What follows belongs to an exercise in optimizing a design on an open flow for small area, a short achievable clock period and few clock cycles per item; a production flow would make more cautious choices. The RTL was checked by simulation tests, not by an equivalence proof against the original design. Power is estimated from default activity; no workload was simulated.

==> flow/design.v <==
package sli_pkg;
   localparam int ValueWidth = 32;
   localparam int CountWidth = 5;
   typedef enum logic [1:0] {
      ACT_INSERT = 2'd0,
      ACT_DELETE = 2'd1,
      ACT_LIST   = 2'd2,
      ACT_NONE   = 2'd3
   } action_type;
   typedef enum logic [1:0] {
      ST_OK       = 2'd0,
      ST_FULL     = 2'd1,
      ST_EMPTY    = 2'd2,
      ST_NOTFOUND = 2'd3
   } status_type;
endpackage
module sli_ram #(
   parameter int Width = 32,
   parameter int Depth = 16
) (
   input  logic                     clock,
   input  logic                     wr_en,
   input  logic [$clog2(Depth)-1:0] wr_addr,
   input  logic [Width-1:0]         wr_data,
   input  logic [$clog2(Depth)-1:0] rd_addr,
   output logic [Width-1:0]         rd_data
);
   logic [Width-1:0] mem [Depth];
   always_ff @(posedge clock) begin
      if (wr_en) begin
         mem[wr_addr] <= wr_data;
      end
      rd_data <= mem[rd_addr];
   end
endmodule
module sli_ctrl #(
   parameter int Capacity = 16
) (
   input  logic                           clock,
   input  logic                           reset,
   input  logic                           in_valid,
   output logic                           in_ready,
   input  logic [1:0]                     in_action,
   input  logic [sli_pkg::ValueWidth-1:0] in_value,
   output logic                           out_valid,
   input  logic                           out_ready,
   output logic [1:0]                     out_status,
   output logic [sli_pkg::ValueWidth-1:0] out_entry,
   output logic [sli_pkg::CountWidth-1:0] out_count,
   output logic                           out_last
);
   localparam int NW = $clog2(Capacity + 1);
   localparam int VW = sli_pkg::ValueWidth;
   localparam int RW = 2 + VW + NW + 1;      
   logic [VW-1:0]     ent_ff [Capacity];
   logic [NW-1:0]     count_ff;
   logic [Capacity-1:0] vld_ff;              
   logic              iv_ff;
   logic [1:0]        iact_ff;
   logic [VW-1:0]     ivaln_ff;           
   logic              cv_ff;
   logic [1:0]        cact_ff;
   logic [VW-1:0]     cval_ff;
   logic [Capacity-1:0] clt_ff, ceq_ff;      
   logic              cins_ff, cdel_ff, crot_ff;   
   logic              exec_ff, step_ff, cload_ff, ins_ff, delr_ff, rot_ff;
   logic              rdy_ff;
   logic              lact_ff;
   logic [NW-1:0]     lrem_ff;
   logic              qv0_ff, qv1_ff;
   logic [RW-1:0]     q0_ff;
   logic [RW-VW-1:0]  q1_ff;                 
   logic              exec, step, rot, ins, del, push, pop, cload, lok;
   logic [Capacity-1:0] vld, lt, top, rlt, req, nvld;
   logic              full, empty, vlt, veq, found;
   logic [NW-1:0]     ncount;
   logic [VW-1:0]     vbus;
   logic [RW-1:0]     res;
   function automatic logic [1:0] cmp_lt_eq(input logic [VW-1:0] a, input logic [VW-1:0] bn);
      logic [VW-1:0] ua, ubn, k, p;
      ua  = {~a[VW-1], a[VW-2:0]};
      ubn = {~bn[VW-1], bn[VW-2:0]};
      k = ua & ubn;
      p = ua ^ ubn;
      for (int l = 1; l < VW; l = l * 2) begin
         for (int j = 0; j < VW; j = j + 2 * l) begin
            k[j] = k[j+l] | (p[j+l] & k[j]);
            p[j] = p[j+l] & p[j];
         end
      end
      cmp_lt_eq = {~k[0] & ~p[0], p[0]};
   endfunction
   assign full  = vld_ff[Capacity-1];
   assign empty = !vld_ff[0];
   assign pop   = qv0_ff && out_ready;
   assign lok   = !qv0_ff || out_ready;
   assign exec  = exec_ff && (!crot_ff || lok);
   assign step  = step_ff && lok;
   assign push  = exec || step;
   assign cload = cload_ff;
   assign in_ready = rdy_ff;
   always_comb begin
      for (int i = 0; i < Capacity; i++) begin
         logic [1:0] c;
         vld[i] = vld_ff[i];
         top[i] = vld_ff[i] && ((i == Capacity - 1) || !vld_ff[(i+1)%Capacity]);
         lt[i]  = clt_ff[i];
         c = cmp_lt_eq(ent_ff[i], ivaln_ff);
         rlt[i] = c[1];
         req[i] = c[0];
      end
   end
   assign found = |ceq_ff;
   assign ins = ins_ff;
   assign del = delr_ff && found;
   assign rot = rot_ff && lok;
   assign ncount = ins ? count_ff + NW'(1) : del ? count_ff - NW'(1) : count_ff;
   always_comb begin
      nvld = ins ? {vld[Capacity-2:0], 1'b1} : del ? {1'b0, vld[Capacity-1:1]} : vld;
   end
   assign vbus = rot ? ent_ff[0] : cval_ff;
   logic [Capacity-1:0] s_hold, s_dn, s_up, s_v;
   always_comb begin
      for (int i = 0; i < Capacity; i++) begin
         logic below_lt;
         below_lt = (i == 0) ? 1'b1 : lt[(i+Capacity-1)%Capacity];
         s_v[i]  = (ins && !lt[i] && below_lt) || (rot && top[i]);
         s_dn[i] = ins && !lt[i] && !below_lt;
         s_up[i] = ((del && !lt[i]) || (rot && !top[i])) && (i < Capacity - 1);
         s_hold[i] = !(s_v[i] || s_dn[i] || s_up[i]);
      end
   end
   always_ff @(posedge clock) begin
      for (int i = 0; i < Capacity; i++) begin
         ent_ff[i] <= ({VW{s_hold[i]}} & ent_ff[i])
                    | ({VW{s_dn[i]}} & ent_ff[(i+Capacity-1)%Capacity])
                    | ({VW{s_up[i]}} & ent_ff[(i+1)%Capacity])
                    | ({VW{s_v[i]}} & vbus);
      end
   end
   logic [Capacity-1:0] src_lt, src_eq;
   always_comb begin
      logic [1:0] c;
      c = cmp_lt_eq(cval_ff, ivaln_ff);
      src_lt = cload ? rlt : clt_ff;
      src_eq = cload ? req : ceq_ff;
      vlt = rot ? src_lt[0] : c[1];
      veq = rot ? src_eq[0] : c[0];
   end
   logic [Capacity-1:0] mlt, meq;
   always_comb begin
      for (int i = 0; i < Capacity; i++) begin
         mlt[i] = ((s_hold[i] & src_lt[i])
                 | (s_dn[i] & src_lt[(i+Capacity-1)%Capacity])
                 | (s_up[i] & src_lt[(i+1)%Capacity])
                 | (s_v[i] & vlt)) & nvld[i];
         meq[i] = ((s_hold[i] & src_eq[i])
                 | (s_dn[i] & src_eq[(i+Capacity-1)%Capacity])
                 | (s_up[i] & src_eq[(i+1)%Capacity])
                 | (s_v[i] & veq)) & nvld[i];
      end
   end
   always_ff @(posedge clock) begin
      clt_ff <= mlt;
      ceq_ff <= meq;
      cins_ff <= ncins; cdel_ff <= ncdel; crot_ff <= ncrot;
   end
   logic niv, ncv, nlact, nqv1, ncins, ncdel, ncrot, nexec, nstep;
   always_comb begin
      ncins = cload ? (iact_ff == sli_pkg::ACT_INSERT) && !nvld[Capacity-1] : cins_ff;
      ncdel = cload ? (iact_ff == sli_pkg::ACT_DELETE) : cdel_ff;
      ncrot = cload ? (iact_ff == sli_pkg::ACT_LIST) && nvld[0] : crot_ff;
      niv = (in_valid && in_ready) || (iv_ff && !cload);
      ncv = cload || (cv_ff && !exec);
      if (exec) nlact = crot_ff && (count_ff > NW'(1));
      else if (step && lrem_ff == NW'(1)) nlact = 1'b0;
      else nlact = lact_ff;
      if (pop) nqv1 = qv1_ff && push;
      else nqv1 = qv1_ff || (qv0_ff && push);
      nexec = ncv && !nlact && !nqv1;
      nstep = nlact && !nqv1;
   end
   always_comb begin
      logic [1:0]    st;
      logic [NW-1:0] cn;
      logic          last;
      st = sli_pkg::ST_OK; cn = count_ff; last = 1'b1;
      if (step) begin
         last = (lrem_ff == NW'(1));
      end else begin
         case (cact_ff)
            sli_pkg::ACT_INSERT: begin
               if (full) st = sli_pkg::ST_FULL;
               else cn = count_ff + NW'(1);
            end
            sli_pkg::ACT_DELETE: begin
               if (empty) st = sli_pkg::ST_EMPTY;
               else if (!found) st = sli_pkg::ST_NOTFOUND;
               else cn = count_ff - NW'(1);
            end
            sli_pkg::ACT_LIST: begin
               if (empty) st = sli_pkg::ST_EMPTY;
               else last = (count_ff == NW'(1));
            end
            default: ;
         endcase
      end
      res = {last, cn, rot ? ent_ff[0] : VW'(0), st};
   end
   always_ff @(posedge clock) begin
      if (reset) begin
         count_ff <= '0; vld_ff <= '0; iv_ff <= 1'b0; cv_ff <= 1'b0; lact_ff <= 1'b0;
         qv0_ff <= 1'b0; qv1_ff <= 1'b0; rdy_ff <= 1'b1;
         exec_ff <= 1'b0; step_ff <= 1'b0; cload_ff <= 1'b0;
         ins_ff <= 1'b0; delr_ff <= 1'b0; rot_ff <= 1'b0;
      end else begin
         exec_ff <= nexec;
         cload_ff <= niv && (!ncv || (nexec && !ncrot));
         step_ff <= nstep;
         ins_ff <= nexec && ncins;
         delr_ff <= nexec && ncdel;
         rot_ff <= nstep || (nexec && ncrot);
         rdy_ff <= !niv || !ncv || (nexec && !ncrot);
         if (in_valid && in_ready) iv_ff <= 1'b1;
         else if (cload) iv_ff <= 1'b0;
         if (cload) cv_ff <= 1'b1;
         else if (exec) cv_ff <= 1'b0;
         vld_ff <= nvld;
         if (ins) count_ff <= count_ff + NW'(1);
         if (del) count_ff <= count_ff - NW'(1);
         lact_ff <= nlact;
         if (pop) begin
            qv0_ff <= qv1_ff || push;
            qv1_ff <= qv1_ff && push;
         end else if (!qv0_ff) begin
            qv0_ff <= push;
         end else if (push) begin
            qv1_ff <= 1'b1;
         end
      end
      if (in_valid && in_ready) begin
         iact_ff <= in_action; ivaln_ff <= ~in_value;
      end
      if (cload) begin
         cact_ff <= iact_ff; cval_ff <= ~ivaln_ff;
      end
      if (exec) lrem_ff <= count_ff - NW'(1);
      else if (step) lrem_ff <= lrem_ff - NW'(1);
      if (pop) begin
         q0_ff <= qv1_ff ? {q1_ff[RW-VW-1:2], VW'(0), q1_ff[1:0]} : res;
         q1_ff <= {res[RW-1:VW+2], res[1:0]};
      end else if (!qv0_ff) begin
         q0_ff <= res;
      end else if (!qv1_ff) begin
         q1_ff <= {res[RW-1:VW+2], res[1:0]};
      end
   end
   assign out_valid  = qv0_ff;
   assign out_status = q0_ff[1:0];
   assign out_entry  = q0_ff[VW+1:2];
   assign out_count  = sli_pkg::CountWidth'(q0_ff[RW-2:VW+2]);
   assign out_last   = q0_ff[RW-1];
endmodule
module sorted_list_insert_delete #(
   parameter int CAPACITY = 16
) (
   input  logic        clock,
   input  logic        reset,
   input  logic        req_tvalid,
   output logic        req_tready,
   input  logic [39:0] req_tdata,    
   output logic        rsp_tvalid,
   input  logic        rsp_tready,
   output logic [39:0] rsp_tdata,    
   output logic        rsp_tlast
);
   logic [1:0]  st;
   logic [31:0] ent;
   logic [4:0]  cnt;
   sli_ctrl #(.Capacity(CAPACITY)) u_ctrl (
      .clock, .reset,
      .in_valid(req_tvalid), .in_ready(req_tready),
      .in_action(req_tdata[1:0]), .in_value(req_tdata[33:2]),
      .out_valid(rsp_tvalid), .out_ready(rsp_tready),
      .out_status(st), .out_entry(ent), .out_count(cnt), .out_last(rsp_tlast)
   );
   assign rsp_tdata = {1'b0, cnt, ent, st};
endmodule
==> flow/run.sh <==
#!/bin/bash
# synth_recipe.tcl (not shown) runs the flow's synth.tcl, then flattens the netlist and writes it again
# the make line also repeats each setting of config.mk as NAME=value (left out here)
make -C /OpenROAD-flow-scripts/flow DESIGN_CONFIG=/design/flow/config.mk WORK_HOME=/design/flow/orfs CLKGATE_MAP_FILE= SYNTH_SCRIPT=/design/flow/synth_recipe.tcl finish
==> flow/config.mk <==
export PLATFORM = sky130hd
export DESIGN_NAME = sorted_list_insert_delete
export DESIGN_NICKNAME = sorted_list_insert_delete
export VERILOG_FILES = /design/flow/design.v
export SDC_FILE = /design/flow/constraint.sdc
export NUM_CORES = 4
export LEC_CHECK = 0
export CAP_MARGIN = 20
export CORE_MARGIN = 2
export CORE_UTILIZATION = 40
export SETUP_SLACK_MARGIN = 3.5
export SLEW_MARGIN = 20
export TNS_END_PERCENT = 30
==> flow/constraint.sdc <==
create_clock -name core_clock -period 6.0 [get_ports {clock}]
set_input_delay 1.2000 -clock core_clock [delete_from_list [all_inputs] [get_ports {clock}]]
set_output_delay 1.2000 -clock core_clock [all_outputs]
set_load 0.01 [all_outputs]
==> flow_summary_export.csv, run 1 <==
group,metric,value,unit
route,routed_wl,168,mm
power,p_comb_share,18.6,%
critical_path,critPathLaunchType,"flip-flop",
yosys,synth_flop_cell,"dfxtp_1",
placed_design,place_area,43700,um^2
critical_path,crit_arrival,3440,ps
placed_design,dp_cells,5930,
yosys,synth_edf_count,121,
yosys,netlist.area_leader.share,28.0,%
critical_path,reg2reg_slack,3090,ps
yosys,ys_top_cells_by_area,"dfxtp_1 (28%), ha_1 (17%), a222oi_1 (11%)",
route,wire_per_inst,26.7,um
cells_and_area,diodes,0,
global_route,grt_pass1_vias,37300,
sta,fmax,0.344,GHz
cts,clk_path_buf_depth,3,
sta,min_period_over_period,48.5,%
sta,fin_skew,31.3,ps
floorplanning,rows,118,
route,antenna_left,0,
yosys,synthTopCellsByCount,"nand2_1 (1167), dfxtp_1 (580), ha_1 (549)",
placed_design,numPortBuffers,79,
critical_path,path_class,"reg -> reg",
power,swShare,31.8,%
floorplanning,fp.dieW,326,um
hold_path,min_from,"u_ctrl.cins_ff",
power,p_int,9220,uW
critical_path,cp-end-kind,"flip-flop",
critical_path,required,6530,ps
critical_path,reg2reg_depth,12,
global_route,antenna_found_initial,0,
global_route,grt_max_degree,55,
cts,clk_latency,660,ps
floorplanning,die_y,326,um
sta,setup_viol,0,
floorplanning,start_util,40.2,%
cts,cts_tree,"done",
global_route,globalRouteOverflowTotal,0,
critical_path,critical_path.startpoint,"u_ctrl.ivaln_ff[10]",
placed_design,dp_hpwl,114,mm
hold_path,hp-class,"reg -> reg",
yosys,synth_cell_types,88,
critical_path,worstReg2RegEnd,"u_ctrl.clt_ff[7]",
cts,ctsHoldBuffers,0,
cells_and_area,design_area,50800,um^2
cts,clkSinkCount,701,
critical_path,cp-endpoint,"u_ctrl.clt_ff[7]",
route,num_vias,41000,
cells_and_area,drive_above_1_share,15.2,%
sta,fin_tns_setup,0,ps
cells_and_area,final_cells,6304,
sta,finalMaxSlewViolations,0,
cts,path_clk_slew,60,ps
outcome,status,"no timing/DRC/antenna violations",
yosys,seq_area_frac_synth,36.7,%
yosys,syn_inst,4646,
power,p_clk_share,37.2,%
route,drc,0,
floorplanning,dieArea,106000,um^2
yosys,yosys.area.top_type,"dfxtp_1",
floorplanning,io_pins,87,
yosys,syn_area,41500,um^2
sta,max_slew_margin,18.0,%
run,max_cap_viol_count,0,
global_route,grt_usage,29.7,%
sta,hold_viol_final,0,
route,drt_iter0_drc,7693,
yosys,ys_async_sr_fraction,0,%
yosys,yosysWarnings,2,
cells_and_area,finish.utilization,49.2,%
cells_and_area,finalNetCount,5453,
power,seqPwrFrac,44.2,%
power,vdd_drop_max,0.181,mV
sta,tightest_slew,1230,ps
global_route,grt_pass1_wl,244,mm
floorplanning,core,103000,um^2
power,p_leak,0.0236,uW
yosys,synth-seq-cells,701,
cts,htreeDepth,3,
placed_design,place_ws,1420,ps
yosys,synthMostInstantiatedCell,"nand2_1",
placed_design,gp_congestion,0.932,
critical_path,crit_fanout,3,
sta,period_minus_slack,2910,ps
yosys,avgSynthCellArea,8.93,um^2
power,p_per_area,266,nW/um^2
cts,root_buffer,"clkbuf_16",
critical_path,r2r-start,"u_ctrl.ivaln_ff[10]",
sta,setup_slack,3090,ps
yosys,synth_fp_nets,5239,
route,vias_per_cell,6.50,
power,switching_power,4300,uW
cells_and_area,syn2layout_area_growth,22.4,%
route,drt-pass1-iter-count,14,
cts,cts_made_buffers,81,
sta,rsz0062_at_grt,"yes",
==> power groups by stage <==
stage	Combinational, uW	Clock, uW	Sequential [uW]
2_1_floorplan	1440	0	5790
3_3_place_gp	1990	0	6030
3_5_place_dp	2070	0	6020
4_1_cts	2360	5070	5920
5_1_grt	2790	5260	6030
6_report	2520	5030	5970
==> cells in the final DEF (no fill, tap or decap), types with 99 or more instances in the layout <==
cell / synthesis / routed
nand2_1: 1167 / 1131
buf_4: 17 / 222
inv_1: 132 / 131
ha_1: 549 / 529
a21oi_1: 257 / 244
edfxtp_1: 121 / 121
nand4_1: 118 / 118
nor2_1: 198 / 177
a222oi_1: 450 / 450
clkbuf_16: 0 / 99
dfxtp_1: 580 / 576
==> metal layers <==
metal	GRT usage [%]	wire, um
met1	41.2	68100
met5	0	0
met2	44.9	71800
met3	5.21	19000
met4	13.9	9290
==> how the worst min path moves through the flow <==
stage / end / slack (ps) / cells past startpoint
after floorplan: u_ctrl.cins_ff / 410 / 2
after global placement: u_ctrl.cins_ff / 420 / 2
after detailed placement: u_ctrl.cins_ff / 440 / 2
final: u_ctrl.cins_ff / 450 / 2
after global routing: u_ctrl.cdel_ff / 490 / 1
after CTS: u_ctrl.cins_ff / 460 / 2
==> metrics by stage <==
stage / hold slack, ps / total power [uW]
final: 452 / 13500
after detailed placement: 439 / 8090
after global placement: 424 / 8020
after CTS: 455 / 13400
after global routing: 494 / 14100
after floorplan: 415 / 7230
==> area by class of cell <==
cell class | count | area [um^2]
flip-flops and latches | 701 | 15300
fillers | 9440 | 52400
clock buffers | 130 | 2520
inverters | 134 | 505
clock inverters | 17 | 126
multi-input cells | 3536 | 26300
well taps | 1380 | 1730
repair buffers | 406 | 4350
==> state kept, by name (all words and copies together) (netlist names), 2 cells and up <==
register         count
u_ctrl.ivaln_ff     32
u_ctrl.clt_ff       16
u_ctrl.iact_ff       2
u_ctrl.count_ff      5
u_ctrl.ceq_ff       16
u_ctrl.ent_ff      512
u_ctrl.vld_ff       16
u_ctrl.cact_ff       2
u_ctrl.q1_ff         8
u_ctrl.lrem_ff       5
u_ctrl.cval_ff      32
u_ctrl.q0_ff        40
==> repair_timing <==
action	4_1_cts	5_1_grt
setup endpoints to repair	667	481
gates cloned	19	14
pin swaps	121	81
setup buffers	130	64
resized for setup	283	165
==> cell families (layout without fill, tap and decap cells) <==
logic type | after synthesis | after routing | share of synthesized area, %
fa+ha+maj | 549 | 549 | 16.6
compound gates | 1157 | 1159 | 22.5
flops | 701 | 701 | 36.7
buf+inv | 424 | 687 | 4.51
other cells | 1 | 1 | 0.00904
mux | 53 | 53 | 1.30
simple gates | 1749 | 1762 | 18.1
xor+xnor | 12 | 12 | 0.253
==> critical path, cell delays in order (launching register included) <==
cell and delay, ps:
edfxtp_1 560, buf_6 230, buf_12 140, ha_4 260, nand4_1 140, nor4_2 280, buf_4 190, nand2_2 60
o211ai_1 290, a2111oi_2 160, buf_4 210, a22oi_2 180, a31oi_1 100
Testbench counts, summed over its fixed seeds: cycles 6,685, items 3,200.
==> run 2: changes to the inputs <==
--- a/flow/config.mk
+++ b/flow/config.mk
@@ -8,6 +8,8 @@
 export CAP_MARGIN = 20
 export CORE_MARGIN = 2
 export CORE_UTILIZATION = 40
+export CTS_CLUSTER_DIAMETER = 100
+export CTS_CLUSTER_SIZE = 20
 export SETUP_SLACK_MARGIN = 3.5
 export SLEW_MARGIN = 20
 export TNS_END_PERCENT = 30
==> flow_summary_export.csv, run 2 <==
group,metric,value,unit
cells_and_area,largest_reg_flops,512,
cts,cts_made_buffers,41,
yosys,syn_area,41500,um^2
sta,fin_skew,23.1,ps
global_route,globalRouteOverflowTotal,0,
yosys,yosys.area.top_type,"dfxtp_1",
placed_design,place_area,43700,um^2
cells_and_area,registers.top_by_ff_count,"u_ctrl.ent_ff",
critical_path,reg2reg_slack,3070,ps
route,routed_wl,169,mm
route,drc,0,
cts,clk_path_buf_depth,3,
critical_path,required,6570,ps
critical_path,cp-endpoint,"u_ctrl.ceq_ff[14]",
cts,ctsHoldBuffers,0,
sta,setup_viol,0,
global_route,met1_usage,41.0,%
sta,hold_viol_final,0,
critical_path,crit_fanout,8,
power,p_per_area,234,nW/um^2
cts,cts_tree,"done",
yosys,yosysWarnings,2,
critical_path,cp-end-kind,"flip-flop",
critical_path,crit_path_frequent_cell,"buf_12",
cells_and_area,layout_common_cells,"nand2_1 (1120), dfxtp_1 (575), ha_1 (530)",
floorplanning,fp.dieW,326,um
global_route,use_met3,4.41,%
critical_path,path_class,"reg -> reg",
cts,clk_latency,650,ps
yosys,synth_edf_count,121,
route,drt-pass1-iter-count,17,
cts,htreeDepth,2,
placed_design,gp_congestion,0.932,
hold_path,hp-class,"reg -> reg",
yosys,ys_async_sr_fraction,0,%
cts,path_clk_slew,90,ps
placed_design,dp_hpwl,114,mm
cells_and_area,syn2layout_area_growth,19.5,%
critical_path,critPathLaunchType,"flip-flop",
sta,period_minus_slack,2930,ps
sta,max_slew_margin,15.8,%
route,drt_iter0_drc,7689,
yosys,syn_inst,4646,
global_route,use_met2,44.5,%
critical_path,worstReg2RegEnd,"u_ctrl.ceq_ff[14]",
global_route,grt_pass1_vias,36800,
cells_and_area,finalNetCount,5428,
floorplanning,rows,118,
run,max_cap_viol_count,0,
critical_path,path_cells,"buf_12, buf_12, ha_4, nand4_1, nor2_4, nand4_1, or4_4, o21ai_4, buf_12, nand2_2, a31oi_1",
floorplanning,core,103000,um^2
route,num_vias,40800,
sta,fin_tns_setup,0,ps
yosys,avgSynthCellArea,8.93,um^2
sta,finalMaxSlewViolations,0,
power,vdd_drop_max,0.218,mV
cts,clkSinkCount,701,
cts,root_buffer,"clkbuf_16",
yosys,synth_cell_types,88,
global_route,grt_max_degree,55,
critical_path,crit_arrival,3510,ps
yosys,seq_area_frac_synth,36.7,%
critical_path,r2r-start,"u_ctrl.ivaln_ff[24]",
floorplanning,start_util,40.2,%
yosys,netlist.area_leader.share,28.0,%
sta,min_period_over_period,48.9,%
cells_and_area,layout_commonest_cell,"nand2_1",
outcome,status,"no timing/DRC/antenna violations",
sta,tightest_slew,1260,ps
cells_and_area,drive_above_1_share,14.6,%
yosys,synth_flop_cell,"dfxtp_1",
power,p_leak,0.0230,uW
floorplanning,dieArea,106000,um^2
yosys,synthMostInstantiatedCell,"nand2_1",
route,vias_per_cell,6.54,
sta,fmax,0.341,GHz
global_route,antenna_found_initial,0,
yosys,synth-seq-cells,701,
sta,hold_ws,465,ps
sta,rsz0062_at_grt,"yes",
floorplanning,io_pins,87,
yosys,synthTopCellsByCount,"nand2_1 (1167), dfxtp_1 (580), ha_1 (549)",
cells_and_area,diodes,0,
global_route,grt_pass1_wl,242,mm
cells_and_area,design_area,49600,um^2
critical_path,reg2reg_depth,11,
critical_path,crit_path_max_incr_delay,510,ps
global_route,grt_usage,29.5,%
cells_and_area,largestRegisters,"u_ctrl.ent_ff: 512 flops, u_ctrl.q0_ff: 40 flops",
yosys,ys_top_cells_by_area,"dfxtp_1 (28%), ha_1 (17%), a222oi_1 (11%)",
critical_path,cp_slowest_cell,"or4_4",
route,antenna_left,0,
global_route,top_usage_layer,"met2",
floorplanning,die_y,326,um
yosys,synth_fp_nets,5239,
placed_design,numPortBuffers,79,
critical_path,critical_path.startpoint,"u_ctrl.ivaln_ff[24]",
route,wire_per_inst,27.1,um
run 2: where the power goes:
part	leakage [uW]	internal, uW	switching, uW
clock network	0.000575	1340	1780
registers	0.00595	5260	700
logic	0.0165	1040	1490
run 2: cell families (layout without fill, tap and decap cells):
family          after synthesis  count (layout)  share of synthesized area (%)
other cells                   1               1                        0.00904
fa+ha+maj                   549             549                           16.6
simple gates               1749            1768                           18.1
flops                       701             701                           36.7
compound gates             1157            1159                           22.5
buf+inv                     424             611                           4.51
xor+xnor                     12              12                          0.253
mux                          53              53                           1.30
run 2: worst min path at each step:
stage | startpoint | end | slack [ps] | cells after the start
after detailed placement | u_ctrl.cins_ff | u_ctrl.cins_ff | 440 | 2
after CTS | u_ctrl.cins_ff | u_ctrl.cins_ff | 460 | 2
after global routing | u_ctrl.cins_ff | u_ctrl.cins_ff | 490 | 2
final | u_ctrl.cdel_ff | u_ctrl.cdel_ff | 460 | 1
after floorplan | u_ctrl.cins_ff | u_ctrl.cins_ff | 410 | 2
after global placement | u_ctrl.cins_ff | u_ctrl.cins_ff | 420 | 2
run 2: layer usage:
layer  up-vias  part of all wire [%]
li1      18300                     -
met1     19400                    40
met2      2610                    42
met3       418                    11
met4         0                   5.8
met5         -                     0
run 2: layout make-up:
class                      count  area, um^2
clock buffer                  58        1140
clock inverter                 4        33.8
fill                        9561       53600
inverter                     134         505
multi-input combinational   3542       26500
sequential                   701       15300
tap                         1380        1730
timing repair buffer         415        4390
run 2: worst max-delay path, delay by kind of cell, from the launching register on:
family          cells  cell delay, ps
fa+ha+maj           1             260
buf+inv             3             520
compound gates      2             320
flops               1             430
simple gates        5            1310
run 2: timing repair:
item                                   CTS  global route
endpoints found under the hold margin    0             0
setup endpoints to repair              667           543
pin swaps                               93           117
resized for setup                      249           236
cloned                                  18            20
buffers inserted                       131            73
run 2: through the flow:
stage / std cells / worst slack, ps / power (uW) / utilization [%]
2_1_floorplan: 4646 / 3040 / 7230 / -
3_3_place_gp: 5930 / 1450 / 8020 / 42.4
3_5_place_dp: 5930 / 1420 / 8090 / 42.4
4_1_cts: 6141 / 3190 / 11400 / 46.1
5_1_grt: 6234 / 3050 / 12100 / 48.0
6_report: 6234 / 3070 / 11600 / 48.0
==> run 3: changes to the inputs <==
--- a/flow/config.mk
+++ b/flow/config.mk
@@ -9,7 +9,7 @@
 export CORE_MARGIN = 2
 export CORE_UTILIZATION = 40
 export CTS_CLUSTER_DIAMETER = 100
-export CTS_CLUSTER_SIZE = 20
+export CTS_CLUSTER_SIZE = 24
 export SETUP_SLACK_MARGIN = 3.5
 export SLEW_MARGIN = 20
 export TNS_END_PERCENT = 30
==> flow_summary_export.csv, run 3 <==
group,metric,value,unit
floorplanning,rows,118,
cts,cts_tree,"done",
placed_design,dp_cells,5930,
global_route,grt_pass1_vias,36700,
cells_and_area,syn2layout_area_growth,18.2,%
sta,tightest_slew,1250,ps
floorplanning,io_pins,87,
floorplanning,core,103000,um^2
floorplanning,start_util,40.2,%
sta,fmax,0.339,GHz
sta,min_period_over_period,49.2,%
global_route,globalRouteOverflowTotal,0,
hold_path,hold-path-endpoint,"u_ctrl.cins_ff",
floorplanning,fp.dieW,326,um
route,drc,0,
power,p_per_area,232,nW/um^2
run,max_cap_viol_count,0,
cells_and_area,largestRegisters,"u_ctrl.ent_ff: 512 flops, u_ctrl.q0_ff: 40 flops",
placed_design,dp_hpwl,114,mm
hold_path,hold_path_depth,2,
yosys,synth_fp_nets,5239,
yosys,syn_inst,4646,
cells_and_area,drive_above_1_share,14.0,%
yosys,ys_top_cells_by_area,"dfxtp_1 (28%), ha_1 (17%), a222oi_1 (11%)",
power,p_leak,0.0228,uW
yosys,synth-seq-cells,701,
route,routed_wl,165,mm
yosys,ys_async_sr_fraction,0,%
sta,period_minus_slack,2950,ps
placed_design,numPortBuffers,79,
yosys,synthTopCellsByCount,"nand2_1 (1167), dfxtp_1 (580), ha_1 (549)",
hold_path,hp-class,"reg -> reg",
route,drt-pass1-iter-count,13,
sta,max_slew_margin,16.7,%
cells_and_area,layout_commonest_cell,"nand2_1",
cells_and_area,finalNetCount,5383,
critical_path,r2r-start,"u_ctrl.ivaln_ff[27]",
yosys,synth_edf_count,121,
yosys,synthMostInstantiatedCell,"nand2_1",
critical_path,path_class,"reg -> reg",
critical_path,worstReg2RegEnd,"u_ctrl.clt_ff[8]",
critical_path,crit_fanout,5,
route,vias_per_cell,6.52,
cts,cts_made_buffers,36,
global_route,grt_pass1_wl,242,mm
power,vdd_drop_max,0.236,mV
yosys,seq_area_frac_synth,36.7,%
critical_path,cp-end-kind,"flip-flop",
global_route,grt_usage,29.5,%
route,num_vias,40300,
cts,clk_latency,640,ps
critical_path,reg2reg_depth,11,
sta,rsz0062_at_grt,"yes",
yosys,yosysWarnings,2,
placed_design,gp_congestion,0.932,
cts,clk_path_buf_depth,3,
route,wire_per_inst,26.6,um
cells_and_area,layout_common_cells,"nand2_1 (1122), dfxtp_1 (574), ha_1 (530)",
cts,ctsHoldBuffers,0,
cells_and_area,diodes,0,
sta,finalMaxSlewViolations,0,
global_route,grt_max_degree,55,
route,drt_iter0_drc,7504,
cts,path_clk_slew,100,ps
yosys,netlist.area_leader.share,28.0,%
cts,root_buffer,"clkbuf_16",
hold_path,min_from,"u_ctrl.cins_ff",
global_route,antenna_found_initial,0,
cells_and_area,registers.top_by_ff_count,"u_ctrl.ent_ff",
cells_and_area,largest_reg_flops,512,
yosys,synth_flop_cell,"dfxtp_1",
sta,setup_viol,0,
cts,htreeDepth,2,
sta,hold_viol_final,0,
floorplanning,die_y,326,um
critical_path,reg2reg_slack,3050,ps
sta,fin_tns_setup,0,ps
sta,fin_skew,33.7,ps
yosys,syn_area,41500,um^2
floorplanning,dieArea,106000,um^2
cts,clkSinkCount,701,
yosys,synth_cell_types,88,
critical_path,required,6510,ps
critical_path,crit_arrival,3460,ps
outcome,status,"no timing/DRC/antenna violations",
critical_path,critPathLaunchType,"flip-flop",
cells_and_area,final_cells,6187,
yosys,avgSynthCellArea,8.93,um^2
yosys,yosys.area.top_type,"dfxtp_1",
route,antenna_left,0,
==> run 3: cell counts after synthesis <==
No cell type changed its count.
==> run 3: cell type report <==
type / instances / area, um^2
repair buffers: 380 / 4010
inverters: 134 / 505
clock buffers: 49 / 1010
multi-input cells: 3537 / 26500
fillers: 9634 / 54100
flip-flops and latches: 701 / 15300
clock inverters: 6 / 47.5
well taps: 1380 / 1730
==> run 3: power breakdown <==
part,switching [uW],internal (uW)
Clock,1740,1200
Sequential,705,5260
Combinational,1470,1030
==> run 3: how the worst max path moves through the flow <==
| stage | endpoint | startpoint | cells after the start | slack [ps] |
|---|---|---|---|---|
| after floorplan | u_ctrl.ent_ff[10][23] | rsp_tready | 9 | 3040 |
| after global placement | u_ctrl.clt_ff[13] | rsp_tready | 9 | 1450 |
| after detailed placement | u_ctrl.clt_ff[12] | rsp_tready | 9 | 1420 |
| after CTS | u_ctrl.clt_ff[8] | u_ctrl.ivaln_ff[27] | 11 | 3210 |
| after global routing | u_ctrl.clt_ff[8] | u_ctrl.ivaln_ff[27] | 11 | 3000 |
| final | u_ctrl.clt_ff[8] | u_ctrl.ivaln_ff[27] | 11 | 3050 |
==> run 3: routing by layer <==
layer | track usage, % | wire [um]
met5 | 0 | 0
met4 | 14.0 | 8990
met3 | 4.73 | 17300
met2 | 44.4 | 70400
met1 | 41.1 | 67900
==> run 3: worst max-delay path, stage by stage (launching register included) <==
cell,delay (ps)
edfxtp_1,430
buf_6,150
buf_12,140
ha_4,270
nand4_1,190
or4_4,670
nor2_1,130
o31a_1,160
buf_6,140
nor4_2,50
a222oi_1,380
a21oi_1,100
==> run 3: through the flow <==
step	util [%]	instance area, um^2	total power, uW	setup WS [ps]	hold slack, ps
after detailed placement	42.4	43700	8090	1420	439
final	47.5	49100	11400	3050	465
after global placement	42.4	43700	8020	1450	424
after CTS	46.2	47700	11200	3210	463
after floorplan	-	41900	7230	3040	415
after global routing	47.5	49100	11900	3000	493
==> run 3: kinds of logic (layout without fill, tap and decap cells) <==
| kind of cell | after synthesis | in the layout | share of synthesized area, % |
|---|---|---|---|
| XOR/XNOR | 12 | 12 | 0.253 |
| buffers and inverters | 424 | 569 | 4.51 |
| AND/OR/NAND/NOR | 1749 | 1763 | 18.1 |
| other | 1 | 1 | 0.00904 |
| flip-flops | 701 | 701 | 36.7 |
| multiplexers | 53 | 53 | 1.30 |
| adder cells (fa/ha/maj) | 549 | 549 | 16.6 |
| AO/OA/AOI/OAI | 1157 | 1159 | 22.5 |
==> run 3: timing repair <==
item | CTS | global route
resized for setup | 281 | 194
gates cloned | 19 | 6
pin swaps | 105 | 104
setup endpoints to repair | 667 | 564
buffers inserted | 134 | 43
==> run 4: changes to the inputs <==
--- a/flow/config.mk
+++ b/flow/config.mk
@@ -8,8 +8,5 @@
 export CAP_MARGIN = 20
 export CORE_MARGIN = 2
 export CORE_UTILIZATION = 40
-export CTS_CLUSTER_DIAMETER = 100
-export CTS_CLUSTER_SIZE = 24
-export SETUP_SLACK_MARGIN = 3.5
+export SETUP_SLACK_MARGIN = 3.25
 export SLEW_MARGIN = 20
-export TNS_END_PERCENT = 30
==> flow_summary_export.csv, run 4 <==
group,metric,value,unit
power,p_clk_share,38.2,%
outcome,status,"no timing/DRC/antenna violations",
yosys,ys_top_cells_by_area,"dfxtp_1 (28%), ha_1 (17%), a222oi_1 (11%)",
floorplanning,die_y,326,um
yosys,avgSynthCellArea,8.93,um^2
cells_and_area,diodes,0,
sta,finalMaxSlewViolations,0,
cells_and_area,finalNetCount,5438,
route,vias_per_cell,6.43,
yosys,syn_area,41500,um^2
cells_and_area,finish.utilization,48.9,%
critical_path,cp_slowest_cell,"nor4_4",
critical_path,crit_path_max_incr_delay,480,ps
cells_and_area,largest_reg_flops,512,
placed_design,place_area,43800,um^2
cells_and_area,nFillCells,9463,
power,p_int,9400,uW
critical_path,path_buf_inv,3,
critical_path,cp-endpoint,"u_ctrl.clt_ff[8]",
sta,fin_tns_setup,0,ps
cts,htreeDepth,3,
route,drc,0,
placed_design,numPortBuffers,79,
yosys,synth_edf_count,121,
sta,fmax,0.335,GHz
cts,ctsHoldBuffers,0,
cells_and_area,drive_above_1_share,15.4,%
sta,max_slew_margin,18.1,%
cts,root_buffer,"clkbuf_16",
cts,cts_tree,"done",
critical_path,worstReg2RegEnd,"u_ctrl.clt_ff[8]",
route,drt-pass1-iter-count,13,
yosys,seq_area_frac_synth,36.7,%
yosys,netlist.area_leader.share,28.0,%
sta,fin_skew,26.0,ps
yosys,syn_inst,4646,
route,routed_wl,164,mm
critical_path,r2r-start,"u_ctrl.ivaln_ff[13]",
hold_path,hp-class,"reg -> reg",
placed_design,dp_hpwl,113,mm
run,max_cap_viol_count,0,
cts,cts_made_buffers,82,
yosys,synth_cell_types,88,
route,antenna_left,0,
critical_path,crit_arrival,3510,ps
power,swShare,31.6,%
yosys,ys_async_sr_fraction,0,%
yosys,synthMostInstantiatedCell,"nand2_1",
power,p_per_area,272,nW/um^2
floorplanning,io_pins,87,
cells_and_area,design_area,50500,um^2
floorplanning,rows,118,
cells_and_area,layout_common_cells,"nand2_1 (1125), dfxtp_1 (577), ha_1 (518)",
yosys,synth-seq-cells,701,
sta,period_minus_slack,2990,ps
critical_path,cp-end-kind,"flip-flop",
critical_path,critical_path.top_delay_family,"simple AND/OR/NAND/NOR gates",
sta,hold_viol_final,0,
cts,clk_latency,660,ps
yosys,synth_fp_nets,5239,
yosys,yosysWarnings,2,
cts,path_clk_slew,60,ps
floorplanning,core,103000,um^2
critical_path,path_cells,"buf_6, buf_12, buf_12, ha_4, nand4_1, nor4_4, a211oi_2, nor3_2, o32ai_4, a222oi_1, a21oi_1",
cts,clkSinkCount,701,
sta,min_period_over_period,49.8,%
sta,hold_ws,446,ps
power,p_leak,0.0231,uW
critical_path,crit_path_frequent_cell,"buf_12",
critical_path,crit_fanout,8,
global_route,grt_usage,29.2,%
power,seqPwrFrac,43.4,%
route,drt_iter0_drc,7248,
cells_and_area,syn2layout_area_growth,21.7,%
yosys,synth_flop_cell,"dfxtp_1",
critical_path,reg2reg_slack,3010,ps
global_route,grt_pass1_vias,37300,
route,wire_per_inst,26.1,um
placed_design,place_ws,1310,ps
floorplanning,dieArea,106000,um^2
critical_path,critical_path.startpoint,"u_ctrl.ivaln_ff[13]",
critical_path,critPathLaunchType,"flip-flop",
floorplanning,fp.dieW,326,um
power,switching_power,4340,uW
sta,setup_slack,3010,ps
cells_and_area,layout_commonest_cell,"nand2_1",
critical_path,path_depth,11,
cts,clk_path_buf_depth,3,
route,num_vias,40500,
critical_path,path_class,"reg -> reg",
yosys,yosys.area.top_type,"dfxtp_1",
placed_design,gp_congestion,0.906,
global_route,grt_max_degree,46,
sta,rsz0062_at_grt,"yes",
sta,tightest_slew,1220,ps
cells_and_area,largestRegisters,"u_ctrl.ent_ff: 512 flops, u_ctrl.q0_ff: 40 flops",
sta,setup_viol,0,
global_route,globalRouteOverflowTotal,0,
critical_path,required,6530,ps
global_route,antenna_found_initial,0,
cells_and_area,registers.top_by_ff_count,"u_ctrl.ent_ff",
critical_path,reg2reg_depth,11,
power,vdd_drop_max,0.187,mV
floorplanning,start_util,40.2,%
global_route,grt_pass1_wl,240,mm
power,p_comb_share,18.4,%
yosys,synthTopCellsByCount,"nand2_1 (1167), dfxtp_1 (580), ha_1 (549)",
## run 4: cell types whose count changed in the layout (fill, tap and decap cells not counted), moves of 12 or more
cell / before / now
clkbuf_16: 41 / 94
nand2_4: 26 / 8
nand2_2: 19 / 34
clkbuf_1: 8 / 20
ha_4: 18 / 31
clkinv_2: 2 / 17
ha_1: 530 / 518
dlymetal6s2s_1: 40 / 7
buf_4: 207 / 231
dlygate4sd2_1: 1 / 16
clkdlybuf4s50_1: 36 / 55
## run 4: worst reg2reg max path, cell delays in order (launching register included)
cell,delay [ps]
edfxtp_1,370
buf_6,160
buf_12,160
buf_12,140
ha_4,260
nand4_1,180
nor4_4,480
a211oi_2,140
nor3_2,350
o32ai_4,150
a222oi_1,360
a21oi_1,100
## run 4: worst min-delay path by stage
stage | from | endpoint | slack [ps] | depth (start not counted)
after detailed placement | u_ctrl.cins_ff | u_ctrl.cins_ff | 430 | 2
final | u_ctrl.cins_ff | u_ctrl.cins_ff | 450 | 2
after CTS | u_ctrl.cins_ff | u_ctrl.cins_ff | 450 | 2
after floorplan | u_ctrl.cins_ff | u_ctrl.cins_ff | 410 | 2
after global placement | u_ctrl.cins_ff | u_ctrl.cins_ff | 430 | 2
after global routing | u_ctrl.cins_ff | u_ctrl.cins_ff | 460 | 2
## run 4: cells by family (layout without fill, tap and decap cells)
kind of cell	after synthesis	count (layout)	synth area share (%)
adder cells (fa/ha/maj)	549	549	16.6
AND/OR/NAND/NOR	1749	1759	18.1
other	1	1	0.00904
AO/OA/AOI/OAI	1157	1160	22.5
XOR/XNOR	12	12	0.253
multiplexers	53	53	1.30
flip-flops	701	701	36.7
buffers and inverters	424	675	4.51
## run 4: through the flow
stage,total power [uW],instances
after CTS,13600,6213
after floorplan,7230,4646
final,13700,6290
after detailed placement,8090,5933
after global routing,14300,6290
after global placement,8020,5933
## run 4: layer usage
layer  up-vias  GRT usage (%)  share of wire (%)
li1      18400              -                  -
met1     19400           40.2                 42
met5         -              0                  0
met4         0           14.0                4.6
met3       345           4.98                 11
met2      2293           44.4                 43
## run 4: final cells by class
type	instances	area [um^2]	area share, %
multi-input cells	3534	26400	52.3
flip-flops and latches	701	15300	30.2
repair buffers	392	3860	7.64
clock buffers	121	2450	4.85
well taps	1380	1730	3.42
inverters	134	503	0.996
clock inverters	28	295	0.585
## run 4: power groups by stage
stage,Combinational (uW),Clock [uW],Sequential (uW)
2_1_floorplan,1440,0,5790
3_3_place_gp,1990,0,6030
3_5_place_dp,2070,0,6020
4_1_cts,2350,5300,5920
5_1_grt,2800,5500,6020
6_report,2530,5250,5960
## run 4: timing repair
action                     in CTS  in global routing
setup buffers                 116                 70
gates resized for setup       260                143
setup endpoints to repair     643                403
cloned                         15                  7
pin swaps                      67                113
==> run 5: changes to the inputs <==
--- a/flow/design.v
+++ b/flow/design.v
@@ -72,7 +72,8 @@
    logic [RW-VW-1:0]  q1_ff;                 
    logic              exec, step, rot, ins, del, push, pop, cload, lok;
    logic [Capacity-1:0] vld, lt, top, rlt, req, nvld;
-   logic              full, empty, vlt, veq, found;
+   logic              full, empty, found;
+   logic [1:0]        vc_ff;                  
    logic [NW-1:0]     ncount;
    logic [VW-1:0]     vbus;
    logic [RW-1:0]     res;
@@ -119,12 +120,14 @@
       nvld = ins ? {vld[Capacity-2:0], 1'b1} : del ? {1'b0, vld[Capacity-1:1]} : vld;
    end
    assign vbus = rot ? ent_ff[0] : cval_ff;
-   logic [Capacity-1:0] s_hold, s_dn, s_up, s_v;
+   logic [Capacity-1:0] s_hold, s_dn, s_up, s_v, s_vi, s_vr;
    always_comb begin
       for (int i = 0; i < Capacity; i++) begin
          logic below_lt;
          below_lt = (i == 0) ? 1'b1 : lt[(i+Capacity-1)%Capacity];
-         s_v[i]  = (ins && !lt[i] && below_lt) || (rot && top[i]);
+         s_vi[i] = ins && !lt[i] && below_lt;
+         s_vr[i] = rot && top[i];
+         s_v[i]  = s_vi[i] || s_vr[i];
          s_dn[i] = ins && !lt[i] && !below_lt;
          s_up[i] = ((del && !lt[i]) || (rot && !top[i])) && (i < Capacity - 1);
          s_hold[i] = !(s_v[i] || s_dn[i] || s_up[i]);
@@ -140,12 +143,8 @@
    end
    logic [Capacity-1:0] src_lt, src_eq;
    always_comb begin
-      logic [1:0] c;
-      c = cmp_lt_eq(cval_ff, ivaln_ff);
       src_lt = cload ? rlt : clt_ff;
       src_eq = cload ? req : ceq_ff;
-      vlt = rot ? src_lt[0] : c[1];
-      veq = rot ? src_eq[0] : c[0];
    end
    logic [Capacity-1:0] mlt, meq;
    always_comb begin
@@ -153,11 +152,13 @@
          mlt[i] = ((s_hold[i] & src_lt[i])
                  | (s_dn[i] & src_lt[(i+Capacity-1)%Capacity])
                  | (s_up[i] & src_lt[(i+1)%Capacity])
-                 | (s_v[i] & vlt)) & nvld[i];
+                 | (s_vi[i] & vc_ff[1])
+                 | (s_vr[i] & src_lt[0])) & nvld[i];
          meq[i] = ((s_hold[i] & src_eq[i])
                  | (s_dn[i] & src_eq[(i+Capacity-1)%Capacity])
                  | (s_up[i] & src_eq[(i+1)%Capacity])
-                 | (s_v[i] & veq)) & nvld[i];
+                 | (s_vi[i] & vc_ff[0])
+                 | (s_vr[i] & src_eq[0])) & nvld[i];
       end
    end
    always_ff @(posedge clock) begin
@@ -240,6 +241,7 @@
       end
       if (in_valid && in_ready) begin
          iact_ff <= in_action; ivaln_ff <= ~in_value;
+         vc_ff <= cmp_lt_eq(cload ? ~ivaln_ff : cval_ff, ~in_value);
       end
       if (cload) begin
          cact_ff <= iact_ff; cval_ff <= ~ivaln_ff;
--- a/flow/config.mk
+++ b/flow/config.mk
@@ -8,5 +8,6 @@
 export CAP_MARGIN = 20
 export CORE_MARGIN = 2
 export CORE_UTILIZATION = 40
-export SETUP_SLACK_MARGIN = 3.25
+export SETUP_SLACK_MARGIN = 3.5
 export SLEW_MARGIN = 20
+export TNS_END_PERCENT = 30
==> flow_summary_export.csv, run 5 <==
group,metric,value,unit
critical_path,path_cells,"buf_6, ha_1, nand4_1, and4bb_4, nand3_4, o211ai_1, a211oi_4, buf_4, a21oi_4, buf_6, o221ai_1, a32o_1",
cells_and_area,design_area,51600,um^2
yosys,synth_cell_types,74,
cells_and_area,layout_commonest_cell,"nand2_1",
sta,fmax,0.313,GHz
route,antenna_left,0,
power,p_per_area,292,nW/um^2
sta,fin_tns_setup,0,ps
yosys,synthTopCellsByCount,"nand2_1 (1217), dfxtp_1 (612), ha_1 (549)",
critical_path,path_class,"reg -> reg",
global_route,antenna_found_initial,3,
floorplanning,start_util,40.5,%
route,routed_wl,187,mm
floorplanning,io_pins,87,
cts,path_clk_slew,60,ps
cts,cts_tree,"done",
power,switching_power,5350,uW
global_route,use_met2,48.3,%
placed_design,gp_congestion,1.02,
yosys,synth-seq-cells,703,
sta,hold_viol_final,0,
cells_and_area,final_cells,6385,
route,drc,0,
hold_path,hp-class,"reg -> reg",
cts,clk_latency,690,ps
global_route,grt_max_degree,49,
power,p_int,9720,uW
global_route,grt_pass1_wl,261,mm
cts,cts_made_buffers,83,
placed_design,place_area,43700,um^2
critical_path,cp-end-kind,"flip-flop",
global_route,top_usage_layer,"met2",
critical_path,critPathLaunchType,"flip-flop",
power,p_comb_share,23.7,%
global_route,met1_usage,42.9,%
cts,htreeDepth,3,
yosys,synth_edf_count,91,
power,vdd_drop_max,0.221,mV
critical_path,crit_path_frequent_cell,"buf_6",
route,num_vias,42500,
placed_design,dp_cells,5987,
cells_and_area,syn2layout_area_growth,24.9,%
yosys,seq_area_frac_synth,36.2,%
yosys,syn_inst,4750,
placed_design,numPortBuffers,79,
yosys,syn_area,41300,um^2
outcome,status,"no timing/DRC/antenna violations",
global_route,grt_usage,32.6,%
yosys,ys_top_cells_by_area,"dfxtp_1 (30%), ha_1 (17%), nand2_1 (11%)",
global_route,use_met3,8.20,%
cells_and_area,drive_above_1_share,16.9,%
placed_design,dp_hpwl,117,mm
sta,tightest_slew,1100,ps
power,p_clk_share,33.9,%
floorplanning,die_y,326,um
cells_and_area,largestRegisters,"u_ctrl.ent_ff: 512 flops, u_ctrl.q0_ff: 40 flops",
sta,min_period_over_period,53.3,%
cts,clkSinkCount,703,
yosys,netlist.area_leader.share,29.6,%
sta,setup_viol,0,
sta,finalMaxSlewViolations,0,
sta,hold_ws,480,ps
floorplanning,fp.dieW,326,um
critical_path,crit_fanout,17,
run,max_cap_viol_count,0,
floorplanning,dieArea,106000,um^2
cells_and_area,nFillCells,9382,
route,wire_per_inst,29.2,um
route,drt_iter0_drc,8251,
critical_path,crit_path_max_incr_delay,550,ps
sta,max_slew_margin,26.1,%
cells_and_area,layout_common_cells,"nand2_1 (1153), dfxtp_1 (609), ha_1 (509)",
sta,rsz0062_at_grt,"yes",
yosys,synthMostInstantiatedCell,"nand2_1",
route,drt-pass1-iter-count,13,
critical_path,crit_arrival,3770,ps
yosys,synth_flop_cell,"dfxtp_1",
power,seqPwrFrac,42.4,%
critical_path,cp_slowest_cell,"and4bb_4",
global_route,globalRouteOverflowTotal,0,
floorplanning,rows,117,
cells_and_area,registers.top_by_ff_count,"u_ctrl.ent_ff",
yosys,synth_fp_nets,5343,
route,vias_per_cell,6.66,
yosys,ys_async_sr_fraction,0,%
yosys,avgSynthCellArea,8.70,um^2
sta,period_minus_slack,3200,ps
power,p_leak,0.0243,uW
cells_and_area,finish.utilization,50.5,%
yosys,yosys.area.top_type,"dfxtp_1",
global_route,grt_pass1_vias,38300,
power,swShare,35.5,%
floorplanning,core,102000,um^2
cts,clk_path_buf_depth,3,
yosys,yosysWarnings,2,
cells_and_area,largest_reg_flops,512,
cts,root_buffer,"clkbuf_16",
cts,ctsHoldBuffers,0,
critical_path,required,6570,ps
cells_and_area,finalNetCount,5544,
sta,fin_skew,24.6,ps
run 5: routing by layer:
layer / vias up / routed length [um] / part of all wire [%]
met5: - / 80 / 0.043
met4: 6 / 13100 / 7.0
met3: 631 / 24800 / 13
met2: 3067 / 77200 / 41
met1: 20200 / 71400 / 38
li1: 18600 / - / -
run 5: power groups by stage:
stage	clock [uW]	sequential, uW	combinational [uW]
6_report	5110	6390	3570
3_3_place_gp	0	6420	2720
2_1_floorplan	0	6040	1980
3_5_place_dp	0	6420	2790
4_1_cts	5120	6280	3190
5_1_grt	5310	6420	3880
run 5: logic make-up (layout without fill, tap and decap cells):
kind of cell / Yosys count / in the layout / share of synthesized area (%)
other: 1 / 2 / 0.00907
muxes: 47 / 47 / 1.17
and+or+nand+nor: 1780 / 1783 / 18.3
buffers and inverters: 406 / 667 / 4.03
xor gates and xnor gates: 13 / 13 / 0.275
DFF: 703 / 703 / 36.2
adders and majority gates: 549 / 549 / 16.6
AOI/OAI and AO/OA: 1251 / 1253 / 23.3
run 5: critical path: cells and delay by family, from the launching register on:
family          cells  cell delay (ps)
compound gates      5              920
buf+inv             3              520
flops               1              370
simple gates        3              960
fa+ha+maj           1              330
run 5: repair_timing:
item	in CTS	in global routing
pin swaps	107	132
endpoints found under the hold margin	0	0
endpoints found under the setup margin	658	595
setup buffers	154	71
gates cloned	7	15
resized for setup	325	258
run 5: stage by stage:
step,setup WS [ps],total power (uW)
2_1_floorplan,3280,8020
3_3_place_gp,1640,9140
3_5_place_dp,1610,9210
4_1_cts,2770,14600
5_1_grt,2790,15600
6_report,2800,15100
run 5: layout make-up:
class / count / area (um^2) / area share (%)
clock inverters: 31 / 277 / 0.535
diodes: 1 / 2.50 / 0.00485
well taps: 1368 / 1710 / 3.31
inverters: 95 / 374 / 0.724
repair inverters: 1 / 7.51 / 0.0145
multi-input cells: 3646 / 27400 / 53.0
flip-flops and latches: 703 / 15000 / 29.0
repair buffers: 421 / 4520 / 8.76
clock buffers: 119 / 2380 / 4.62
run 5: path summary, 6_finish.rpt:
| path | start | end | slack (ps) | cells after the start |
|---|---|---|---|---|
| max | u_ctrl.ivaln_ff[27] | u_ctrl.clt_ff[10] | 2800 | 12 |
| min | u_ctrl.ent_ff[10][29] | u_ctrl.ent_ff[10][29] | 480 | 2 |
| max reg2reg | u_ctrl.ivaln_ff[27] | u_ctrl.clt_ff[10] | 2800 | 12 |
| min reg2reg | u_ctrl.ent_ff[10][29] | u_ctrl.ent_ff[10][29] | 480 | 2 |
Testbench counts of run 5, summed over its fixed seeds: cycles 6,685, items 3,200.
==> run 6: changes to the inputs <==
--- a/flow/design.v
+++ b/flow/design.v
@@ -61,7 +61,7 @@
    logic              cv_ff;
    logic [1:0]        cact_ff;
    logic [VW-1:0]     cval_ff;
-   logic [Capacity-1:0] clt_ff, ceq_ff;      
+   logic [Capacity-1:0] cc_ff [4];
    logic              cins_ff, cdel_ff, crot_ff;   
    logic              exec_ff, step_ff, cload_ff, ins_ff, delr_ff, rot_ff;
    logic              rdy_ff;
@@ -71,25 +71,31 @@
    logic [RW-1:0]     q0_ff;
    logic [RW-VW-1:0]  q1_ff;                 
    logic              exec, step, rot, ins, del, push, pop, cload, lok;
-   logic [Capacity-1:0] vld, lt, top, rlt, req, nvld;
+   logic [Capacity-1:0] vld, lt, top, nvld;
+   logic [Capacity-1:0] rc [4];
+   logic [3:0]        vc;
    logic              full, empty, found;
-   logic [1:0]        vc_ff;                  
    logic [NW-1:0]     ncount;
    logic [VW-1:0]     vbus;
    logic [RW-1:0]     res;
-   function automatic logic [1:0] cmp_lt_eq(input logic [VW-1:0] a, input logic [VW-1:0] bn);
-      logic [VW-1:0] ua, ubn, k, p;
-      ua  = {~a[VW-1], a[VW-2:0]};
-      ubn = {~bn[VW-1], bn[VW-2:0]};
-      k = ua & ubn;
-      p = ua ^ ubn;
-      for (int l = 1; l < VW; l = l * 2) begin
-         for (int j = 0; j < VW; j = j + 2 * l) begin
+   localparam int HW = VW / 2;
+   function automatic logic [1:0] cmp_half(input logic [HW-1:0] a, input logic [HW-1:0] bn);
+      logic [HW-1:0] k, p;
+      k = a & bn;
+      p = a ^ bn;
+      for (int l = 1; l < HW; l = l * 2) begin
+         for (int j = 0; j < HW; j = j + 2 * l) begin
             k[j] = k[j+l] | (p[j+l] & k[j]);
             p[j] = p[j+l] & p[j];
          end
       end
-      cmp_lt_eq = {~k[0] & ~p[0], p[0]};
+      cmp_half = {~k[0] & ~p[0], p[0]};
+   endfunction
+   function automatic logic [3:0] cmp_split(input logic [VW-1:0] a, input logic [VW-1:0] bn);
+      logic [VW-1:0] ua, ubn;
+      ua  = {~a[VW-1], a[VW-2:0]};
+      ubn = {~bn[VW-1], bn[VW-2:0]};
+      cmp_split = {cmp_half(ua[VW-1:HW], ubn[VW-1:HW]), cmp_half(ua[HW-1:0], ubn[HW-1:0])};
    endfunction
    assign full  = vld_ff[Capacity-1];
    assign empty = !vld_ff[0];
@@ -102,16 +108,15 @@
    assign in_ready = rdy_ff;
    always_comb begin
       for (int i = 0; i < Capacity; i++) begin
-         logic [1:0] c;
+         logic [3:0] c;
          vld[i] = vld_ff[i];
          top[i] = vld_ff[i] && ((i == Capacity - 1) || !vld_ff[(i+1)%Capacity]);
-         lt[i]  = clt_ff[i];
-         c = cmp_lt_eq(ent_ff[i], ivaln_ff);
-         rlt[i] = c[1];
-         req[i] = c[0];
-      end
-   end
-   assign found = |ceq_ff;
+         lt[i]  = cc_ff[0][i] || (cc_ff[1][i] && cc_ff[2][i]);
+         c = cmp_split(ent_ff[i], ivaln_ff);
+         for (int f = 0; f < 4; f++) rc[f][i] = c[3-f];
+      end
+   end
+   assign found = |(cc_ff[1] & cc_ff[3]);
    assign ins = ins_ff;
    assign del = delr_ff && found;
    assign rot = rot_ff && lok;
@@ -120,14 +125,12 @@
       nvld = ins ? {vld[Capacity-2:0], 1'b1} : del ? {1'b0, vld[Capacity-1:1]} : vld;
    end
    assign vbus = rot ? ent_ff[0] : cval_ff;
-   logic [Capacity-1:0] s_hold, s_dn, s_up, s_v, s_vi, s_vr;
+   logic [Capacity-1:0] s_hold, s_dn, s_up, s_v;
    always_comb begin
       for (int i = 0; i < Capacity; i++) begin
          logic below_lt;
          below_lt = (i == 0) ? 1'b1 : lt[(i+Capacity-1)%Capacity];
-         s_vi[i] = ins && !lt[i] && below_lt;
-         s_vr[i] = rot && top[i];
-         s_v[i]  = s_vi[i] || s_vr[i];
+         s_v[i]  = (ins && !lt[i] && below_lt) || (rot && top[i]);
          s_dn[i] = ins && !lt[i] && !below_lt;
          s_up[i] = ((del && !lt[i]) || (rot && !top[i])) && (i < Capacity - 1);
          s_hold[i] = !(s_v[i] || s_dn[i] || s_up[i]);
@@ -141,29 +144,26 @@
                     | ({VW{s_v[i]}} & vbus);
       end
    end
-   logic [Capacity-1:0] src_lt, src_eq;
-   always_comb begin
-      src_lt = cload ? rlt : clt_ff;
-      src_eq = cload ? req : ceq_ff;
-   end
-   logic [Capacity-1:0] mlt, meq;
-   always_comb begin
-      for (int i = 0; i < Capacity; i++) begin
-         mlt[i] = ((s_hold[i] & src_lt[i])
-                 | (s_dn[i] & src_lt[(i+Capacity-1)%Capacity])
-                 | (s_up[i] & src_lt[(i+1)%Capacity])
-                 | (s_vi[i] & vc_ff[1])
-                 | (s_vr[i] & src_lt[0])) & nvld[i];
-         meq[i] = ((s_hold[i] & src_eq[i])
-                 | (s_dn[i] & src_eq[(i+Capacity-1)%Capacity])
-                 | (s_up[i] & src_eq[(i+1)%Capacity])
-                 | (s_vi[i] & vc_ff[0])
-                 | (s_vr[i] & src_eq[0])) & nvld[i];
-      end
-   end
-   always_ff @(posedge clock) begin
-      clt_ff <= mlt;
-      ceq_ff <= meq;
+   logic [Capacity-1:0] src [4];
+   logic [Capacity-1:0] mc [4];
+   always_comb begin
+      logic [3:0] c;
+      c = cmp_split(cval_ff, ivaln_ff);
+      for (int f = 0; f < 4; f++) begin
+         src[f] = cload ? rc[f] : cc_ff[f];
+         vc[f] = rot ? src[f][0] : c[3-f];
+         for (int i = 0; i < Capacity; i++) begin
+            mc[f][i] = (s_hold[i] & src[f][i])
+                     | (s_dn[i] & src[f][(i+Capacity-1)%Capacity])
+                     | (s_up[i] & src[f][(i+1)%Capacity])
+                     | (s_v[i] & vc[f]);
+         end
+      end
+      mc[0] = mc[0] & nvld;
+      mc[1] = mc[1] & nvld;
+   end
+   always_ff @(posedge clock) begin
+      for (int f = 0; f < 4; f++) cc_ff[f] <= mc[f];
       cins_ff <= ncins; cdel_ff <= ncdel; crot_ff <= ncrot;
    end
    logic niv, ncv, nlact, nqv1, ncins, ncdel, ncrot, nexec, nstep;
@@ -241,7 +241,6 @@
       end
       if (in_valid && in_ready) begin
          iact_ff <= in_action; ivaln_ff <= ~in_value;
-         vc_ff <= cmp_lt_eq(cload ? ~ivaln_ff : cval_ff, ~in_value);
       end
       if (cload) begin
          cact_ff <= iact_ff; cval_ff <= ~ivaln_ff;
==> flow_summary_export.csv, run 6 <==
group,metric,value,unit
critical_path,reg2reg_depth,9,
yosys,syn_inst,4809,
floorplanning,fp.dieW,331,um
cells_and_area,final_cells,6501,
yosys,yosys.area.top_type,"dfxtp_1",
cts,path_clk_slew,70,ps
floorplanning,io_pins,87,
cts,clkSinkCount,733,
critical_path,path_class,"reg -> reg",
placed_design,place_ws,1680,ps
power,p_per_area,267,nW/um^2
sta,finalMaxSlewViolations,0,
sta,fin_skew,42.2,ps
sta,setup_slack,3110,ps
sta,min_period_over_period,48.1,%
critical_path,crit_arrival,3430,ps
yosys,avgSynthCellArea,8.88,um^2
cts,root_buffer,"clkbuf_16",
route,num_vias,41400,
sta,max_slew_margin,17.6,%
yosys,synth_cell_types,79,
hold_path,hp-class,"reg -> reg",
cells_and_area,registers.top_by_ff_count,"u_ctrl.ent_ff",
yosys,synth_flop_cell,"dfxtp_1",
cells_and_area,layout_common_cells,"nand2_1 (1114), dfxtp_1 (598), ha_1 (521)",
cts,clk_path_buf_depth,3,
sta,period_minus_slack,2890,ps
hold_path,min_from,"u_ctrl.cdel_ff",
global_route,globalRouteOverflowTotal,0,
critical_path,crit_path_max_incr_delay,500,ps
critical_path,cp_slowest_cell,"edfxtp_1",
route,drt_iter0_drc,6570,
critical_path,crit_fanout,7,
placed_design,gp_congestion,0.907,
route,vias_per_cell,6.37,
route,routed_wl,161,mm
cts,clk_latency,690,ps
yosys,yosysWarnings,6,
floorplanning,die_y,331,um
global_route,grt_usage,26.8,%
floorplanning,dieArea,109000,um^2
cts,cts_tree,"done",
critical_path,worstReg2RegEnd,"u_ctrl.cc_ff[0][1]",
yosys,synthMostInstantiatedCell,"nand2_1",
route,wire_per_inst,24.8,um
route,drt-pass1-iter-count,10,
power,vdd_drop_max,0.246,mV
sta,fmax,0.346,GHz
critical_path,r2r-start,"u_ctrl.ivaln_ff[29]",
cells_and_area,layout_commonest_cell,"nand2_1",
cells_and_area,largestRegisters,"u_ctrl.ent_ff: 512 flops, u_ctrl.cc_ff: 64 flops, u_ctrl.q0_ff: 40 flops",
global_route,antenna_found_initial,7,
outcome,status,"no timing/DRC/antenna violations",
yosys,syn_area,42700,um^2
placed_design,dp_cells,6077,
yosys,synth_fp_nets,5402,
yosys,synth_edf_count,121,
route,drc,0,
power,p_leak,0.0245,uW
sta,setup_viol,0,
critical_path,path_cells,"buf_4, buf_6, ha_4, nand4_1, nor3_2, a2111o_2, nand3_4, a221oi_2, a21oi_1",
critical_path,critPathLaunchType,"flip-flop",
power,fin_total_pwr,14300,uW
yosys,ys_top_cells_by_area,"dfxtp_1 (29%), ha_1 (16%), a222oi_1 (11%)",
yosys,seq_area_frac_synth,37.2,%
floorplanning,start_util,40.4,%
sta,rsz0062_at_grt,"yes",
yosys,synthTopCellsByCount,"nand2_1 (1170), dfxtp_1 (612), ha_1 (549)",
yosys,synth-seq-cells,733,
yosys,netlist.area_leader.share,28.7,%
cells_and_area,finalNetCount,5633,
cells_and_area,design_area,53400,um^2
critical_path,cp-end-kind,"flip-flop",
global_route,grt_max_degree,55,
floorplanning,rows,119,
sta,hold_viol_final,0,
cells_and_area,syn2layout_area_growth,25.0,%
cells_and_area,largest_reg_flops,512,
placed_design,dp_hpwl,105,mm
hold_path,hold_path_depth,1,
placed_design,numPortBuffers,79,
cts,htreeDepth,3,
cells_and_area,drive_above_1_share,16.1,%
critical_path,required,6540,ps
critical_path,reg2reg_slack,3110,ps
global_route,grt_pass1_vias,38600,
route,antenna_left,0,
cts,cts_made_buffers,85,
run,max_cap_viol_count,0,
sta,tightest_slew,1240,ps
global_route,grt_pass1_wl,230,mm
sta,fin_tns_setup,0,ps
hold_path,hold-path-endpoint,"u_ctrl.cdel_ff",
floorplanning,core,106000,um^2
yosys,ys_async_sr_fraction,0,%
placed_design,place_area,45000,um^2
==> run 6: worst max-delay path, delay by kind of cell (launching register included) <==
family,cells,cell delay (ps)
fa+ha+maj,1,250
compound gates,3,910
buf+inv,2,290
simple gates,3,770
flops,1,500
==> run 6: cell families (layout without fill, tap and decap cells) <==
family / after synthesis / in the layout / share of synthesized area (%)
adder cells (fa/ha/maj): 549 / 549 / 16.1
AO/OA/AOI/OAI: 1345 / 1371 / 24.4
other: 1 / 2 / 0.00878
AND/OR/NAND/NOR: 1714 / 1726 / 17.2
buffers and inverters: 441 / 703 / 4.45
multiplexers: 12 / 12 / 0.305
flip-flops: 733 / 733 / 37.2
XOR/XNOR: 14 / 14 / 0.287
==> run 6: cell type report <==
cell class	instances	area [um^2]
Fill cell	9537	52200
Multi-Input combinational cell	3673	27700
Sequential cell	733	15900
Timing Repair Buffer	401	4600
Clock buffer	129	2530
Tap cell	1391	1740
Inverter	146	557
Clock inverter	27	304
Antenna cell	1	2.50
==> run 6: layer usage <==
metal	GRT usage, %	vias up	wire length (um)
met2	43.0	2069	72500
met4	9.61	0	8310
li1	-	19200	-
met1	36.6	19700	66900
met3	3.92	454	13700
met5	0	-	0
==> run 6: what timing repair did <==
action | in CTS | in global routing
hold buffers | 0 | 0
setup endpoints to repair | 664 | 614
cloned | 29 | 32
pin swaps | 106 | 194
setup buffers | 152 | 54
gates resized for setup | 330 | 237
==> run 6: worst max path at each step <==
stage / start / end / cells past startpoint
after detailed placement: rsp_tready / u_ctrl.ent_ff[11][1] / 8
final: u_ctrl.ivaln_ff[29] / u_ctrl.cc_ff[0][1] / 9
after floorplan: rsp_tready / u_ctrl.cc_ff[0][9] / 10
after CTS: u_ctrl.ivaln_ff[4] / u_ctrl.cc_ff[2][14] / 10
after global placement: rsp_tready / u_ctrl.ent_ff[14][5] / 8
after global routing: u_ctrl.ivaln_ff[10] / u_ctrl.cc_ff[2][14] / 10
==> run 6: metrics by stage <==
| stage | util, % | hold slack [ps] |
|---|---|---|
| after global routing | 50.5 | 489 |
| after detailed placement | 42.7 | 449 |
| after CTS | 48.7 | 461 |
| final | 50.5 | 458 |
| after global placement | 42.7 | 437 |
| after floorplan | - | 424 |
==> run 6: where the power goes <==
group          internal, uW  switching (uW)  leakage (uW)
Clock                  3100            2250       0.00140
Combinational          1110            1600        0.0168
Sequential             5520             692       0.00622
Total                  9730            4540        0.0245
Testbench counts of run 6, summed over its fixed seeds: cycles 6,685, items 3,200.

[re-timing with driven ports]
The flow's constraints put no driver on any port. The routed layouts listed below were extracted and timed again, unchanged, in two steps.
Step 1, drivers: a clkbuf_16 drives clock and a buf_2 each remaining input, both assumed.
Step 2 moves the port delays by t, midway between the first and last clock arrival at a register: inputs arrive t later, outputs are due t later. That takes back most of the time a late clock gives input paths.
Slacks: ideal / step 1 / step 2; pairs: ideal / step 1.
run | t (ns) | setup slack, ns | hold slack, ns | worst setup path after step 2 | slew at the worst register clock pin (ns)
run 1 | 0.714 | 3.092 / 3.092 / 2.690 | 0.452 / 0.452 / 0.452 | input to register | 0.07 / 0.07
run 2 | 0.705 | 3.066 / 3.066 / 2.728 | 0.465 / 0.465 / 0.465 | input to register | 0.10 / 0.10
run 3 | 0.700 | 3.050 / 3.050 / 2.694 | 0.465 / 0.465 / 0.465 | input to register | 0.11 / 0.11
run 4 | 0.720 | 3.014 / 3.014 / 2.589 | 0.446 / 0.446 / 0.446 | input to register | 0.07 / 0.07
run 5 | 0.754 | 2.803 / 2.803 / 2.591 | 0.480 / 0.480 / 0.480 | input to register | 0.07 / 0.07
run 6 | 0.737 | 3.112 / 3.112 / 2.510 | 0.458 / 0.458 / 0.458 | input to register | 0.07 / 0.07
After both steps every run listed still meets setup and hold. For run 6, which loses most, drivers alone change the setup slack by 0.000 ns; drivers and shift together by -0.602 ns.
